Context: an optimization exercise on an open-source flow, tuned for small area. The choices shown serve that exercise and are no tape-out recipe.
Only simulation tests tie the RTL to the original design; equivalence was not proved.
No activity file was given, so power comes from the tool's default toggle rates.

==> flow/design.v <==
`timescale 1ns/1ps
package seeg_pkg;
    localparam int RHD_CHANNELS = 8;
    localparam int RHS_CHANNELS = 4;
    localparam int ZCHECK_SAMPLES = 8;  
    localparam int CONFIG_WORDS = 10;
    localparam int RHD_CLOCK_DIV = 2;  
    localparam int RHS_CLOCK_DIV = 1;
    localparam int RHD_SEED = 0;
    localparam int RHS_SEED = 128;
    typedef logic [15:0] sample_t;
    typedef logic [3:0] chan_t;  
    typedef logic [1:0] zscale_t;  
    typedef sample_t [RHD_CHANNELS-1:0] rhd_frame_t;
    typedef sample_t [RHS_CHANNELS-1:0] rhs_frame_t;
    typedef struct packed {
        rhs_frame_t rhs;
        rhd_frame_t rhd;
    } record_frame_t;
    typedef sample_t [ZCHECK_SAMPLES-1:0] zcheck_block_t;
    typedef enum logic [1:0] {
        op_config,
        op_record,
        op_zcheck
    } engine_op_e;
endpackage
`timescale 1ns/1ps
`timescale 1ns/1ps
`timescale 1ns/1ps
`timescale 1ns/1ps
module seeg_top (
    input  logic                      clk,
    input  logic                      config_done_reset_flag,
    input  logic                      record_start,
    input  logic                      record_stop,
    input  logic                      zcheck_start,
    input  seeg_pkg::zscale_t         zcheck_scale,
    input  logic                      record_ready,
    input  logic                      zcheck_ready,
    output logic                      busy,
    output logic                      zcheck_done,
    output seeg_pkg::record_frame_t   record_frame,
    output logic                      record_valid,
    output seeg_pkg::zcheck_block_t   zcheck_block,
    output seeg_pkg::chan_t           zcheck_channel,
    output logic                      zcheck_valid
);
    typedef enum logic [2:0] {
        s_ready     = 3'b000,
        s_cfg_close = 3'b001,
        s_run       = 3'b010,
        s_push      = 3'b011,
        s_cfg_open  = 3'b101,
        s_run1      = 3'b110,
        s_push1     = 3'b111
    } state_t;
    state_t state;
    logic [4:0] tmr;        
    logic zcheck_mode;
    logic stop_pending;
    logic [9:0] frame_n;    
    logic [9:0] frame_n2;   
    logic [1:0] scale_q;    
    logic [1:0] zscale;     
    logic first, in_run, in_push, in_cfg;
    logic rhs_next, last_ch;
    logic done_now, tmr_clear;
    logic rec_take, z_take, take;
    localparam logic [4:0] T0 = 5'b01001;
    assign busy = state != s_ready;
    assign first = state[2];
    assign in_run = state[1] && !state[0];
    assign in_push = state[1] && state[0];
    assign in_cfg = !state[1] && state[0];
    assign rhs_next = (zcheck_channel[3] && !(zcheck_channel[1] && zcheck_channel[0]))
                   || (zcheck_channel[2] && zcheck_channel[1] && zcheck_channel[0]);
    assign last_ch = zcheck_channel[3] && zcheck_channel[1] && !zcheck_channel[0];
    assign rec_take = in_push && !zcheck_mode && (!record_valid || record_ready);
    assign z_take = in_push && zcheck_mode && (!zcheck_valid || zcheck_ready);
    assign take = rec_take || z_take;
    always_comb begin
        if (in_cfg)
            done_now = first ? tmr[4] && tmr[2] && tmr[1]        
                             : tmr[3] && tmr[2] && tmr[0];       
        else if (in_run)
            done_now = (zcheck_mode && rhs_next) ? tmr[3] && tmr[1]   
                                                 : tmr[2] && !tmr[1] && tmr[0];  
        else
            done_now = 1'b0;
    end
    assign zcheck_done = state == s_ready && zcheck_mode && !tmr[0];
    assign tmr_clear = config_done_reset_flag || state == s_ready || take
                     || (done_now && state != s_cfg_close);
    always_ff @(posedge clk) begin
        if (config_done_reset_flag) begin
            state <= s_ready;
            record_valid <= 1'b0;
            zcheck_valid <= 1'b0;
        end else begin
            if (rec_take) record_valid <= 1'b1;
            else if (record_ready) record_valid <= 1'b0;
            if (z_take) zcheck_valid <= 1'b1;
            else if (zcheck_ready) zcheck_valid <= 1'b0;
            case (state)
                s_ready: if (record_start || zcheck_start) state <= s_cfg_open;
                s_cfg_open: if (done_now) state <= s_run1;
                s_cfg_close: if (done_now) state <= s_ready;
                s_run: if (done_now) state <= s_push;
                s_run1: if (done_now) state <= s_push1;
                s_push, s_push1: begin
                    if (take) state <= (zcheck_mode ? last_ch : stop_pending) ? s_cfg_close : s_run;
                end
                default: state <= s_ready;
            endcase
        end
    end
    always_ff @(posedge clk) begin
        tmr <= tmr_clear ? T0 : {tmr[3:0], !(tmr[4] ^ tmr[2])};
        if (record_stop) stop_pending <= 1'b1;
        if (state == s_ready) begin
            zcheck_mode <= !record_start;
            stop_pending <= 1'b0;
        end
        if (in_run && tmr[3] && tmr[0] && !tmr[4]) scale_q <= zcheck_scale;
        if (rec_take) frame_n[0] <= !first && !frame_n[0];
        if (rec_take && (first || frame_n[0])) frame_n[9:1] <= first ? 9'd0 : frame_n2[9:1];
        if (config_done_reset_flag) zcheck_channel <= 4'd11;
        else if (z_take) begin
            zcheck_channel[0] <= !zcheck_channel[0];
            zcheck_channel[1] <= zcheck_channel[1] ^ zcheck_channel[0];
            zcheck_channel[2] <= (zcheck_channel[2] ^ (zcheck_channel[1] && zcheck_channel[0]))
                              && !zcheck_channel[3];
            zcheck_channel[3] <= rhs_next;
        end
        if (z_take) zscale <= scale_q;
    end
    logic [191:0] frame_w;
    logic [127:0] block_w;
    assign record_frame = frame_w;
    assign zcheck_block = block_w;
    assign frame_n2 = {frame_n[9:1] + 9'd1, frame_n[0]};
    for (genvar c = 0; c < seeg_pkg::RHD_CHANNELS; c++) begin : g_rhd
        assign frame_w[16*c +: 16] = {frame_n, 6'(c)};
    end
    for (genvar c = 0; c < seeg_pkg::RHS_CHANNELS; c++) begin : g_rhs
        assign frame_w[128 + 16*c +: 16] = {frame_n2, 6'(c)};
    end
    for (genvar k = 0; k < seeg_pkg::ZCHECK_SAMPLES; k++) begin : g_z
        assign block_w[16*k +: 16] =
            16'({zcheck_channel[3], 1'b0, zcheck_channel[2:0], 3'(k)}) << zscale;
    end
endmodule
==> flow/config.mk <==
export PLATFORM = sky130hd
export DESIGN_NAME = seeg_top
export DESIGN_NICKNAME = seeg_top
export VERILOG_FILES = /design/flow/design.v
export SDC_FILE = /design/flow/constraint.sdc
export NUM_CORES = 4
export LEC_CHECK = 0
export ABC_AREA = 1
export CAP_MARGIN = 20
export CORE_MARGIN = 2
export CORE_UTILIZATION = 40
export CTS_BUF_LIST = sky130_fd_sc_hd__clkbuf_4
export CTS_CLUSTER_DIAMETER = 20
export SLEW_MARGIN = 20
==> flow/constraint.sdc <==
create_clock -name core_clock -period 5.0 [get_ports {clk}]
set_input_delay 1.0000 -clock core_clock [delete_from_list [all_inputs] [get_ports {clk}]]
set_output_delay 1.0000 -clock core_clock [all_outputs]
set_load 0.01 [all_outputs]
standard.sh (not shown) runs the stock make flow with config.mk's settings and CLKGATE_MAP_FILE= SYNTH_SCRIPT=/design/flow/synth_recipe.tcl, a recipe that flattens the netlist after the stock synthesis.
==> flow/flow/run.sh <==
#!/bin/bash
# The standard synthesis and layout, with these changes to how they are
# done: ABC maps the logic with an area-recovery script (flow/area.abc) in
# place of ORFS's; port buffers use the smallest buffer; constant outputs
# share the synthesis's tie cells instead of one tie cell per port.
set -euo pipefail
work=$PWD
export SKIP_REPAIR_TIE_FANOUT=1
export BUFFER_PORTS_ARGS="-buffer_cell sky130_fd_sc_hd__buf_1"
export MY_ABC_SCRIPT=$work/flow/area.abc
{
  cat <<'TCL'
proc abc {args} {
  set i [lsearch -exact $args -script]
  if {$i >= 0} { lset args [expr {$i + 1}] $::env(MY_ABC_SCRIPT) }
  puts "abc script replaced: abc $args"
  yosys abc {*}$args
}
TCL
  cat synth_recipe.tcl
} > own_synth.tcl
sed "s#SYNTH_SCRIPT=[^ ]*#SYNTH_SCRIPT=$work/own_synth.tcl#" standard.sh > own_standard.sh
bash own_standard.sh synth > synth.log 2>&1
bash own_standard.sh > layout.log 2>&1
==> flow/flow/area.abc <==
strash
dch -f
amap
topo
==> next run, changes <==
--- a/flow/flow/run.sh
+++ b/flow/flow/run.sh
@@ -5 +5,2 @@
-# share the synthesis's tie cells instead of one tie cell per port.
+# share the synthesis's tie cells instead of one tie cell per port; the
+# clock tree is built without dummy loads.
@@ -9,0 +11,2 @@
+# clock tree: no dummy load cells for skew balancing
+export CTS_ARGS="-sink_clustering_enable -repair_clock_nets -dont_use_dummy_load -sink_clustering_size 30 -sink_clustering_max_diameter 60 -buf_list sky130_fd_sc_hd__clkbuf_8"
==> flow/flow/area.abc (replaced) <==
strash
dch -f
amap
topo
buffer -c
upsize -c
dnsize -c
After rerunning: The new run passed the timing, DRC and antenna checks; combinational power climbs by about 2%; utilization hardly moves; wire length goes up by 0.83%.
==> next run, changes <==
--- a/flow/flow/run.sh
+++ b/flow/flow/run.sh
@@ -12 +12 @@
-export CTS_ARGS="-sink_clustering_enable -repair_clock_nets -dont_use_dummy_load -sink_clustering_size 30 -sink_clustering_max_diameter 60 -buf_list sky130_fd_sc_hd__clkbuf_8"
+export CTS_ARGS="-sink_clustering_enable -repair_clock_nets -dont_use_dummy_load -sink_clustering_max_diameter 20 -buf_list sky130_fd_sc_hd__clkbuf_4"
After rerunning: The changed run finished with timing, DRC and antenna clean. Worst hold slack is better by 0.0064 ns. Via count came out lower by about 0.75%. Final cell count is unchanged. Clock power came out lower by 28%. Final area shrinks by 1.2%. Clock skew grows by 0.011 ns. Sequential share of layout area climbs by 0.35 points. Clock-buffer cell count is unchanged. Register-to-register slack got worse by 0.02 ns. Setup slack is worse by 0.054 ns. Utilization drops by 0.36 points.

-- re-timing with driven ports --
No port has a modelled driver above. Below, the same layouts with a new extraction and two added sets of constraints. Step 1: set_driving_cell puts a clkbuf_16 on clk and a buf_2 on each other input, an assumption about the parent block. Step 2 moves the port delays by t, midway between the first and last clock arrival at a register: inputs arrive t later, outputs are due t later. That takes back most of the time a late clock gives input paths. a / b / c = ideal / step 1 / step 2; a / b = the first two.
run | shift t [ns] | setup slack, ns | clock arrival spread, ns | worst data-port slew with drivers (ns) | cell pins on the clock port's net
the first run | 0.348 | 1.460 / 1.435 / 1.783 | 0.002 / 0.001 | 0.05 | 1
the second run | 0.305 | 1.736 / 1.705 / 2.010 | 0.014 / 0.014 | 0.04 | 1
the third run | 0.341 | 1.683 / 1.655 / 1.996 | 0.025 / 0.025 | 0.05 | 1
After both steps every run listed still meets setup and hold.
